Source: an optimization exercise on an open RTL-to-GDS flow (aim: small area). Production flows keep margins and buffers that such runs may drop. Function was checked by simulation only, so behaviour that the tests miss may differ from the original.

==> inputs of raven <==
==> flow/design.v (excerpt) <==
module ds_block_top #(
    parameter int IMG_W  = 6,
    parameter int IMG_H  = 5,
    parameter int STRIDE = 1
) (
    input  wire                                    clk,
    input  wire                                    rstn,
    input  wire                                    in_valid,
    input  wire  [ds_pkg::NCH*ds_pkg::ACT_W-1:0]   in_pix,
    output logic                                   out_valid,
    output logic [ds_pkg::NOUT*ds_pkg::ACT_W-1:0]  out_pix
);
    logic [2:0]  col, row;
    logic [2:0]  ncol, nrow;
    logic        drain, adv, emit;
    logic        ok_l, ok_r, ok_t, ok_b;
    assign drain = (row == 3'd5) || (row == 3'd6);
    assign adv   = in_valid || drain;
    assign emit  = adv && (row != 3'd0) && !(row == 3'd1 && col == 3'd0);
    always_comb begin
        if (row == 3'd6) begin
            ncol = 3'd0;
            nrow = 3'd0;
        end else if (col == 3'd5) begin
            ncol = 3'd0;
            nrow = row + 3'd1;
        end else begin
            ncol = col + 3'd1;
            nrow = row;
        end
    end
    always_ff @(posedge clk or negedge rstn) begin
        if (!rstn) begin
            col   <= '0;
            row   <= '0;
            ok_l  <= 1'b1;
            ok_r  <= 1'b0;
            ok_t  <= 1'b1;
            ok_b  <= 1'b1;
        end else if (adv) begin
            col   <= ncol;
            row   <= nrow;
            ok_l  <= (ncol != 3'd1);
            ok_r  <= (ncol != 3'd0);
            ok_t  <= (ncol == 3'd0) ? (nrow != 3'd2) : (nrow != 3'd1);
            ok_b  <= (ncol == 3'd0) ? (nrow != 3'd6) : (nrow != 3'd5);
        end
    end
    logic [31:0] sr [1:14];
    always_ff @(posedge clk) begin
        if (adv) begin
            sr[1] <= in_pix;
            for (int i = 2; i <= 14; i++) sr[i] <= sr[i-1];
        end
    end
    wire [15:0] na14 = ~(sr[14][15:0] & {16{ok_t && ok_l}});
    wire [15:0] na12 = ~(sr[12][15:0] & {16{ok_t && ok_r}});
    wire [15:0] na8 = ~(sr[8][15:0] & {16{ok_l}});
    wire [15:0] a7 = sr[7][15:0];
    wire [15:0] na6 = ~(sr[6][15:0] & {16{ok_r}});
    wire [15:0] na2 = ~(sr[2][15:0] & {16{ok_b && ok_l}});
    wire [15:0] na1 = ~(sr[1][15:0] & {16{ok_b}});
  ...
clock: 8.0 ns
lec_check: 0
cap_margin: 20
core_margin: 2
core_utilization: 40
cts_buf_list: sky130_fd_sc_hd__clkbuf_16
cts_cluster_diameter: 140
cts_cluster_size: 28
slew_margin: 20
synth_hierarchical: 1
synth_minimum_keep_size: 0
standard.sh (not shown) runs the stock make flow with config.mk's settings and CLKGATE_MAP_FILE= SYNTH_SCRIPT=/design/flow/synth_recipe.tcl, a recipe that flattens the netlist after the stock synthesis.
==> flow/flow/run.sh <==
#!/bin/bash
# The standard layout with two changes: the port buffers are the smallest
# buffer (sky130_fd_sc_hd__buf_1) rather than the one buffer_ports picks by
# default, and clock tree synthesis adds no dummy loads. The clustering
# settings repeat config.mk's.
set -euo pipefail
export BUFFER_PORTS_ARGS="-buffer_cell sky130_fd_sc_hd__buf_1"
export CTS_ARGS="-sink_clustering_enable -repair_clock_nets -sink_clustering_size 28 -sink_clustering_max_diameter 140 -buf_list sky130_fd_sc_hd__clkbuf_16 -dont_use_dummy_load"
bash standard.sh > standard.log 2>&1
==> inputs of fjord, as changes to raven <==
--- a/flow/design.v
+++ b/flow/design.v
@@ -1067,12 +1067,11 @@
     fa u_b_n55 (.a(b_n32), .b(b_n45), .c(b_n49), .s(b_n55), .co(b_n56));
     fa u_b_n57 (.a(b_n34), .b(b_n36), .c(b_n51), .s(b_n57), .co(b_n58));
     fa u_b_n59 (.a(b_n55), .b(nb0[1]), .c(b_n38), .s(b_n59), .co(b_n60));
     fa u_b_n61 (.a(b_n53), .b(nb0[4]), .c(b_n40), .s(b_n61), .co(b_n62));
     fa u_b_n63 (.a(b_n57), .b(b_n42), .c(b_n59), .s(b_n63), .co(b_n64));
-    assign b_n65 = b_n44 ^ b_n61;
-    assign b_n66 = b_n44 & b_n61;
+    fa u_b_n65 (.a(b_n44), .b(b_n61), .c(~b_n63), .s(b_n65), .co(b_n66));
     fa u_b_n67 (.a(nb14[3]), .b(nb12[3]), .c(nb12[5]), .s(b_n67), .co(b_n68));
     fa u_b_n69 (.a(nb13[4]), .b(nb13[5]), .c(nb8[4]), .s(b_n69), .co(b_n70));
     fa u_b_n71 (.a(b7[3]), .b(b7[4]), .c(nb6[5]), .s(b_n71), .co(b_n72));
     fa u_b_n73 (.a(nb2[2]), .b(nb14[2]), .c(b_n48), .s(b_n73), .co(b_n74));
     fa u_b_n75 (.a(nb2[5]), .b(b_n46), .c(b_n50), .s(b_n75), .co(b_n76));
@@ -1080,12 +1079,11 @@
     fa u_b_n79 (.a(b_n67), .b(b_n54), .c(b_n73), .s(b_n79), .co(b_n80));
     fa u_b_n81 (.a(b_n56), .b(b_n75), .c(b_n58), .s(b_n81), .co(b_n82));
     fa u_b_n83 (.a(b_n77), .b(nb0[2]), .c(b_n60), .s(b_n83), .co(b_n84));
     fa u_b_n85 (.a(nb0[5]), .b(b_n79), .c(b_n62), .s(b_n85), .co(b_n86));
     fa u_b_n87 (.a(b_n81), .b(b_n64), .c(b_n83), .s(b_n87), .co(b_n88));
-    assign b_n89 = b_n66 ^ b_n85;
-    assign b_n90 = b_n66 & b_n85;
+    fa u_b_n89 (.a(b_n85), .b(b_n66), .c(~b_n87), .s(b_n89), .co(b_n90));
     fa u_b_n91 (.a(nb14[4]), .b(nb12[4]), .c(nb12[6]), .s(b_n91), .co(b_n92));
     fa u_b_n93 (.a(nb13[5]), .b(nb13[6]), .c(nb8[5]), .s(b_n93), .co(b_n94));
     fa u_b_n95 (.a(b7[4]), .b(b7[5]), .c(nb6[6]), .s(b_n95), .co(b_n96));
     fa u_b_n97 (.a(nb2[6]), .b(b_n70), .c(b_n72), .s(b_n97), .co(b_n98));
     fa u_b_n99 (.a(nb2[3]), .b(b_n68), .c(b_n91), .s(b_n99), .co(b_n100));
@@ -1106,12 +1104,11 @@
     fa u_b_n127 (.a(b_n121), .b(b_n102), .c(b_n125), .s(b_n127), .co(b_n128));
     fa u_b_n129 (.a(b_n100), .b(b_n123), .c(nb0[7]), .s(b_n129), .co(b_n130));
     fa u_b_n131 (.a(nb0[4]), .b(b_n106), .c(b_n127), .s(b_n131), .co(b_n132));
     fa u_b_n133 (.a(b_n104), .b(b_n129), .c(b_n110), .s(b_n133), .co(b_n134));
     fa u_b_n135 (.a(b_n108), .b(b_n131), .c(~b_n114), .s(b_n135), .co(b_n136));
-    assign b_n137 = b_n133 ^ b_n112;
-    assign b_n138 = b_n133 & b_n112;
+    fa u_b_n137 (.a(b_n133), .b(~b_n135), .c(b_n112), .s(b_n137), .co(b_n138));
     fa u_b_n139 (.a(nb14[6]), .b(nb12[6]), .c(nb12[8]), .s(b_n139), .co(b_n140));
     fa u_b_n141 (.a(nb13[7]), .b(nb13[8]), .c(nb8[7]), .s(b_n141), .co(b_n142));
     fa u_b_n143 (.a(b7[6]), .b(b7[7]), .c(nb6[8]), .s(b_n143), .co(b_n144));
     fa u_b_n145 (.a(nb2[8]), .b(b_n118), .c(b_n120), .s(b_n145), .co(b_n146));
     fa u_b_n147 (.a(nb2[5]), .b(b_n116), .c(b_n139), .s(b_n147), .co(b_n148));
@@ -1132,12 +1129,11 @@
     fa u_b_n175 (.a(b_n169), .b(b_n150), .c(b_n173), .s(b_n175), .co(b_n176));
     fa u_b_n177 (.a(b_n148), .b(b_n171), .c(nb0[9]), .s(b_n177), .co(b_n178));
     fa u_b_n179 (.a(nb0[6]), .b(b_n152), .c(b_n175), .s(b_n179), .co(b_n180));
     fa u_b_n181 (.a(b_n154), .b(b_n177), .c(b_n158), .s(b_n181), .co(b_n182));
     fa u_b_n183 (.a(b_n156), .b(b_n179), .c(~b_n181), .s(b_n183), .co(b_n184));
-    assign b_n185 = b_n160 ^ ~b_n183;
-    assign b_n186 = b_n160 & ~b_n183;
+    fa u_b_n185 (.a(b_n160), .b(~b_n183), .c(b_n162), .s(b_n185), .co(b_n186));
     fa u_b_n187 (.a(nb14[8]), .b(nb12[8]), .c(nb12[10]), .s(b_n187), .co(b_n188));
     fa u_b_n189 (.a(nb13[9]), .b(nb13[10]), .c(nb8[9]), .s(b_n189), .co(b_n190));
     fa u_b_n191 (.a(b7[8]), .b(b7[9]), .c(nb6[10]), .s(b_n191), .co(b_n192));
     fa u_b_n193 (.a(nb2[10]), .b(b_n166), .c(b_n168), .s(b_n193), .co(b_n194));
     fa u_b_n195 (.a(nb2[7]), .b(b_n164), .c(b_n187), .s(b_n195), .co(b_n196));
@@ -1158,12 +1154,11 @@
     fa u_b_n223 (.a(b_n217), .b(b_n198), .c(b_n221), .s(b_n223), .co(b_n224));
     fa u_b_n225 (.a(b_n196), .b(b_n219), .c(nb0[11]), .s(b_n225), .co(b_n226));
     fa u_b_n227 (.a(nb0[8]), .b(b_n200), .c(b_n223), .s(b_n227), .co(b_n228));
     fa u_b_n229 (.a(b_n202), .b(b_n225), .c(b_n206), .s(b_n229), .co(b_n230));
     fa u_b_n231 (.a(b_n204), .b(b_n227), .c(~b_n229), .s(b_n231), .co(b_n232));
-    assign b_n233 = b_n208 ^ ~b_n231;
-    assign b_n234 = b_n208 & ~b_n231;
+    fa u_b_n233 (.a(b_n208), .b(~b_n231), .c(b_n210), .s(b_n233), .co(b_n234));
     fa u_b_n235 (.a(nb14[10]), .b(nb12[10]), .c(nb12[12]), .s(b_n235), .co(b_n236));
     fa u_b_n237 (.a(nb13[11]), .b(nb13[12]), .c(nb8[11]), .s(b_n237), .co(b_n238));
     fa u_b_n239 (.a(b7[10]), .b(b7[11]), .c(nb6[12]), .s(b_n239), .co(b_n240));
     fa u_b_n241 (.a(nb2[12]), .b(b_n214), .c(b_n216), .s(b_n241), .co(b_n242));
     fa u_b_n243 (.a(nb2[9]), .b(b_n212), .c(b_n235), .s(b_n243), .co(b_n244));
@@ -1184,12 +1179,11 @@
     fa u_b_n271 (.a(b_n265), .b(b_n246), .c(b_n269), .s(b_n271), .co(b_n272));
     fa u_b_n273 (.a(b_n244), .b(b_n267), .c(nb0[13]), .s(b_n273), .co(b_n274));
     fa u_b_n275 (.a(nb0[10]), .b(b_n248), .c(b_n271), .s(b_n275), .co(b_n276));
     fa u_b_n277 (.a(b_n250), .b(b_n273), .c(b_n254), .s(b_n277), .co(b_n278));
     fa u_b_n279 (.a(b_n252), .b(b_n275), .c(~b_n277), .s(b_n279), .co(b_n280));
-    assign b_n281 = b_n256 ^ ~b_n279;
-    assign b_n282 = b_n256 & ~b_n279;
+    fa u_b_n281 (.a(b_n256), .b(~b_n279), .c(b_n258), .s(b_n281), .co(b_n282));
     fa u_b_n283 (.a(nb14[12]), .b(nb12[12]), .c(nb12[14]), .s(b_n283), .co(b_n284));
     fa u_b_n285 (.a(nb13[13]), .b(nb13[14]), .c(nb8[13]), .s(b_n285), .co(b_n286));
     fa u_b_n287 (.a(b7[12]), .b(b7[13]), .c(nb6[14]), .s(b_n287), .co(b_n288));
     fa u_b_n289 (.a(nb2[14]), .b(b_n262), .c(b_n264), .s(b_n289), .co(b_n290));
     fa u_b_n291 (.a(nb2[11]), .b(b_n260), .c(b_n283), .s(b_n291), .co(b_n292));
@@ -1221,12 +1215,11 @@
     fa u_b_n339 (.a(b_n333), .b(b_n314), .c(b_n337), .s(b_n339), .co(b_n340));
     fa u_b_n341 (.a(b_n316), .b(b_n335), .c(nb0[13]), .s(b_n341), .co(b_n342));
     fa u_b_n343 (.a(b_n320), .b(b_n322), .c(b_n341), .s(b_n343), .co(b_n344));
     fa u_b_n345 (.a(b_n318), .b(b_n339), .c(~b_n324), .s(b_n345), .co(b_n346));
     fa u_b_n347 (.a(b_n326), .b(b_n345), .c(b_n328), .s(b_n347), .co(b_n348));
-    assign b_n349 = ~b_n343 ^ b_n347;
-    assign b_n350 = ~b_n343 & b_n347;
+    fa u_b_n349 (.a(~b_n343), .b(b_n347), .c(b_n330), .s(b_n349), .co(b_n350));
     fa u_b_n351 (.a(b7[15]), .b(nb2[14]), .c(b_n332), .s(b_n351), .co(b_n352));
     fa u_b_n353 (.a(nb14[15]), .b(nb12[15]), .c(b_n336), .s(b_n353), .co(b_n354));
     fa u_b_n355 (.a(b_n334), .b(b_n338), .c(b_n351), .s(b_n355), .co(b_n356));
     fa u_b_n357 (.a(b_n353), .b(nb0[14]), .c(b_n342), .s(b_n357), .co(b_n358));
     fa u_b_n359 (.a(b_n340), .b(b_n355), .c(~b_n344), .s(b_n359), .co(b_n360));
@@ -1234,18 +1227,17 @@
     assign b_n363 = b_n361 ^ b_n348;
     assign b_n364 = b_n361 & b_n348;
     fa u_b_n365 (.a(nb2[15]), .b(b_n352), .c(~b_n354), .s(b_n365), .co(b_n366));
     fa u_b_n367 (.a(b_n356), .b(nb0[15]), .c(b_n365), .s(b_n367), .co(b_n368));
     fa u_b_n369 (.a(b_n367), .b(b_n360), .c(b_n362), .s(b_n369), .co(b_n370));
-    assign b_n371 = ~b_n358 ^ b_n369;
-    assign b_n372 = ~b_n358 & b_n369;
+    fa u_b_n371 (.a(~b_n358), .b(b_n369), .c(b_n364), .s(b_n371), .co(b_n372));
     fa u_b_n373 (.a(nb2[15]), .b(b_n366), .c(b_n368), .s(b_n373), .co(b_n374));
     assign b_n375 = b_n373 ^ b_n370;
     assign b_n376 = b_n373 & b_n370;
     assign b_n377 = ~nb2[15] ^ b_n374;
     assign b_n378 = ~nb2[15] & b_n374;
-    assign sb = {1'b1, b_n377, b_n372, b_n364, b_n350, b_n330, b_n329, b_n282, b_n258, b_n234, b_n210, b_n186, b_n162, b_n138, ~b_n135, b_n113, ~b_n87, ~b_n63, ~b_n41, b_n25, nb0[1], b_n3} + {b_n378, b_n376, b_n375, b_n371, b_n363, b_n349, b_n306, b_n305, b_n281, b_n257, b_n233, b_n209, b_n185, b_n161, b_n137, b_n111, b_n89, b_n65, b_n43, b_n23, b_n11, nb0[0]};
+    assign sb = {1'b1, b_n377, b_n375, b_n371, b_n363, b_n349, b_n329, b_n305, b_n281, b_n257, b_n233, b_n209, b_n185, b_n161, b_n137, b_n113, b_n89, b_n65, ~b_n41, b_n25, nb0[1], b_n3} + {b_n378, b_n376, b_n372, 1'b0, b_n350, 1'b0, b_n306, b_n282, 1'b0, b_n234, 1'b0, b_n186, 1'b0, b_n138, 1'b0, b_n111, 1'b0, 1'b0, b_n43, b_n23, b_n11, nb0[0]};
     always_ff @(posedge clk) begin
         d0 <= sa[21] ? 15'd0 : sa[20:6];
         d1 <= sb[21] ? 15'd0 : sb[20:6];
     end
     always_ff @(posedge clk or negedge rstn) begin
==> flow/flow/run.sh (replaced) <==
#!/bin/bash
# The standard layout, except that the port buffers are the smallest buffer
# (sky130_fd_sc_hd__buf_1) rather than the one buffer_ports picks by default.
set -euo pipefail
export BUFFER_PORTS_ARGS="-buffer_cell sky130_fd_sc_hd__buf_1"
bash standard.sh > standard.log 2>&1
==> qor.csv <==
stage,metric,value,unit
finish,post-route-util,0.4327,
grt,met2_usage,0.2589,
logic_synthesis,synth_xor_area_frac,0.01949,
outcome,status,finished clean,
placed_design,dp_hpwl,44.77,mm
route,drtPass1Iterations,8,
the above is filed under raven

==> qor.csv <==
stage,metric,value,unit
outcome,status,finished clean,
grt,track_usage,0.1611,
placed_design,dp_hpwl,43.42,mm
route,drtPass1Iterations,5,
logic_synthesis,postSynthCellCount,1918,
the above is filed under fjord


==> inputs of v39 <==
Another version of the RTL of ds_block_top (not shown whole).
clock: 8.0 ns
lec_check: 0
cap_margin: 20
core_margin: 2
core_utilization: 40
cts_buf_list: sky130_fd_sc_hd__clkbuf_8
cts_cluster_diameter: 100
cts_cluster_size: 16
slew_margin: 20
synth_hierarchical: 1
synth_minimum_keep_size: 0
==> flow/flow/run.sh <==
#!/bin/bash
# The standard layout with two changes: the port buffers are the smallest
# buffer (sky130_fd_sc_hd__buf_1) rather than the one buffer_ports picks by
# default, and clock tree synthesis adds no dummy loads. The clustering
# settings repeat config.mk's. The constant outputs share one tie cell.
set -euo pipefail
export BUFFER_PORTS_ARGS="-buffer_cell sky130_fd_sc_hd__buf_1"
export SKIP_REPAIR_TIE_FANOUT=1
export CTS_ARGS="-sink_clustering_enable -repair_clock_nets -sink_clustering_size 16 -sink_clustering_max_diameter 100 -buf_list sky130_fd_sc_hd__clkbuf_8 -dont_use_dummy_load"
bash standard.sh > standard.log 2>&1
==> inputs of v18, as changes to v39 <==
--- a/flow/design.v
+++ b/flow/design.v
@@ -24,31 +24,27 @@
 `default_nettype none
 module pw_conv (
     input  wire [14:0] d0,
     input  wire [14:0] d1,
     output logic [63:0] act
 );
     logic signed [16:0] t;       
-    logic               tp;      
-    logic signed [18:0] xa;
-    logic        [14:0] xm;
-    logic signed [18:0] x;       
-    logic signed [18:0] s2;      
-    logic signed [17:0] s3;      
+    logic signed [18:0] s0;
+    logic signed [17:0] s1;
+    logic signed [18:0] s2;
+    logic signed [17:0] s3;
     assign t  = $signed({2'b00, d1}) - $signed({2'b00, d0});
-    assign tp = (d1 >= d0);
-    assign xa = tp ? {t, 2'b00} : $signed({4'b0000, d0});
-    assign xm = tp ? d0 : d1;
-    assign x  = xa - $signed({3'b000, xm, 1'b0});
-    assign s2 = $signed({t, 2'b00}) + t;
+    assign s0 = $signed({2'b00, d1, 2'b00}) - $signed({2'b00, d0, 2'b00}) - $signed({3'b000, d0, 1'b0});
+    assign s1 = $signed({3'b000, d0}) - $signed({2'b000, d1, 1'b0});
+    assign s2 = 19'sd5 * t;
     assign s3 = $signed({2'b00, d0, 1'b0}) - $signed({3'b000, d1});
     always_comb begin
         act = '0;
-        act[10:0]  = (tp && !x[18]) ? x[16:6] : 11'd0;
-        act[24:16] = (!tp && !x[18]) ? x[14:6] : 9'd0;
+        act[10:0]  = s0[18] ? 11'd0 : s0[16:6];
+        act[24:16] = s1[17] ? 9'd0  : s1[14:6];
         act[42:32] = s2[18] ? 11'd0 : s2[16:6];
         act[57:48] = s3[17] ? 10'd0 : s3[15:6];
     end
 endmodule
 `default_nettype wire
 `timescale 1ns/1ps
 `default_nettype none
@@ -64,18 +60,14 @@
     output logic                                   out_valid,
     output logic [ds_pkg::NOUT*ds_pkg::ACT_W-1:0]  out_pix
 );
     logic [2:0]  col, row;
     logic [2:0]  ncol, nrow;
     logic        drain, adv, emit;
     logic        ok_l, ok_r, ok_t, ok_b;
-    assign ok_l = (col != 3'd1);
-    assign ok_r = (col != 3'd0);
-    assign ok_t = (col == 3'd0) ? (row != 3'd2) : (row != 3'd1);
-    assign ok_b = (col == 3'd0) ? (row != 3'd6) : (row != 3'd5);
     assign drain = (row == 3'd5) || (row == 3'd6);
     assign adv   = in_valid || drain;
     assign emit  = adv && (row != 3'd0) && !(row == 3'd1 && col == 3'd0);
     always_comb begin
         if (row == 3'd6) begin
             ncol = 3'd0;
             nrow = 3'd0;
@@ -87,17 +79,25 @@
             nrow = row;
         end
     end
     always_ff @(posedge clk or negedge rstn) begin
         if (!rstn) begin
             col   <= '0;
             row   <= '0;
+            ok_l  <= 1'b1;
+            ok_r  <= 1'b0;
+            ok_t  <= 1'b1;
+            ok_b  <= 1'b1;
         end else if (adv) begin
             col   <= ncol;
             row   <= nrow;
+            ok_l  <= (ncol != 3'd1);
+            ok_r  <= (ncol != 3'd0);
+            ok_t  <= (ncol == 3'd0) ? (nrow != 3'd2) : (nrow != 3'd1);
+            ok_b  <= (ncol == 3'd0) ? (nrow != 3'd6) : (nrow != 3'd5);
         end
     end
     logic [31:0] sr [1:14];
     always_ff @(posedge clk) begin
         if (adv) begin
             sr[1] <= in_pix;
             for (int i = 2; i <= 14; i++) sr[i] <= sr[i-1];
==> flow/run.sh (new file) <==
#!/bin/bash
# synth_recipe.tcl (not shown) runs the flow's synth.tcl, then flattens the netlist and writes it again
# the make line also repeats each setting of config.mk as NAME=value (left out here)
make -C /OpenROAD-flow-scripts/flow DESIGN_CONFIG=/design/flow/config.mk WORK_HOME=/design/flow/orfs CLKGATE_MAP_FILE= SYNTH_SCRIPT=/design/flow/synth_recipe.tcl finish
CTS_BUF_LIST = sky130_fd_sc_hd__clkbuf_16   (was sky130_fd_sc_hd__clkbuf_8)
CTS_CLUSTER_DIAMETER = 120   (was 100)
CTS_CLUSTER_SIZE = 24   (was 16)
removed: flow/flow/run.sh
removed: flow/standard.sh
==> qor summary <==
metric                                                                                 v18                      v39
Outcome                                                            complete, no violations  complete, no violations
Seq/Total Area, Yosys                                                               0.5130                   0.5216
Max stage delay on crit path                                                       0.55 ns                  0.52 ns
Non-clock buffers, area share                                                      0.03059                  0.01761
Number of antenna violations at the first check in global routing                        0                        2
Tightest Pin Transition                                                          0.9456 ns                 1.096 ns
Setup crit end                                                                  out_pix[0]                   d1[12]
Clock net sink count                                                                   489                      485
Final worst path period share                                                       0.9476                   0.9623
Fraction of area in registers                                                       0.4684                   0.4883
Reg-to-Reg Start                                                                      ok_t                   col[1]
Capture point of the worst reg-to-reg path                                           d1[1]                   d1[12]

[static timing again, ports no longer ideal]
Ports are ideal in the flow. The routed layouts listed here were re-timed in OpenROAD.
Step 1: set_driving_cell puts a clkbuf_16 on clk and a buf_2 on each other input, an assumption about the parent block.
Step 2, shift: input delay + t, output delay - t, t = (earliest + latest rising clock arrival at the registers) / 2. This alone moves slack from input paths to output paths.
Slacks: ideal ports / drivers / drivers and shift; pairs: ideal ports / drivers.
| run | shift t [ns] | setup slack, ns | worst setup path after step 2 | slew at the worst register clock pin (ns) |
|---|---|---|---|---|
| raven | 0.622 | 0.651 / 0.651 / 0.651 | register to register | 0.12 / 0.12 |
| fjord | 0.619 | 0.592 / 0.527 / 0.734 | register to register | 0.11 / 0.11 |
| v39 | 0.627 | 0.301 / 0.301 / 0.301 | register to register | 0.11 / 0.11 |
| v18 | 0.647 | 0.419 / 0.359 / 0.960 | input to register | 0.10 / 0.10 |
After both steps setup and hold are still met in every run listed.
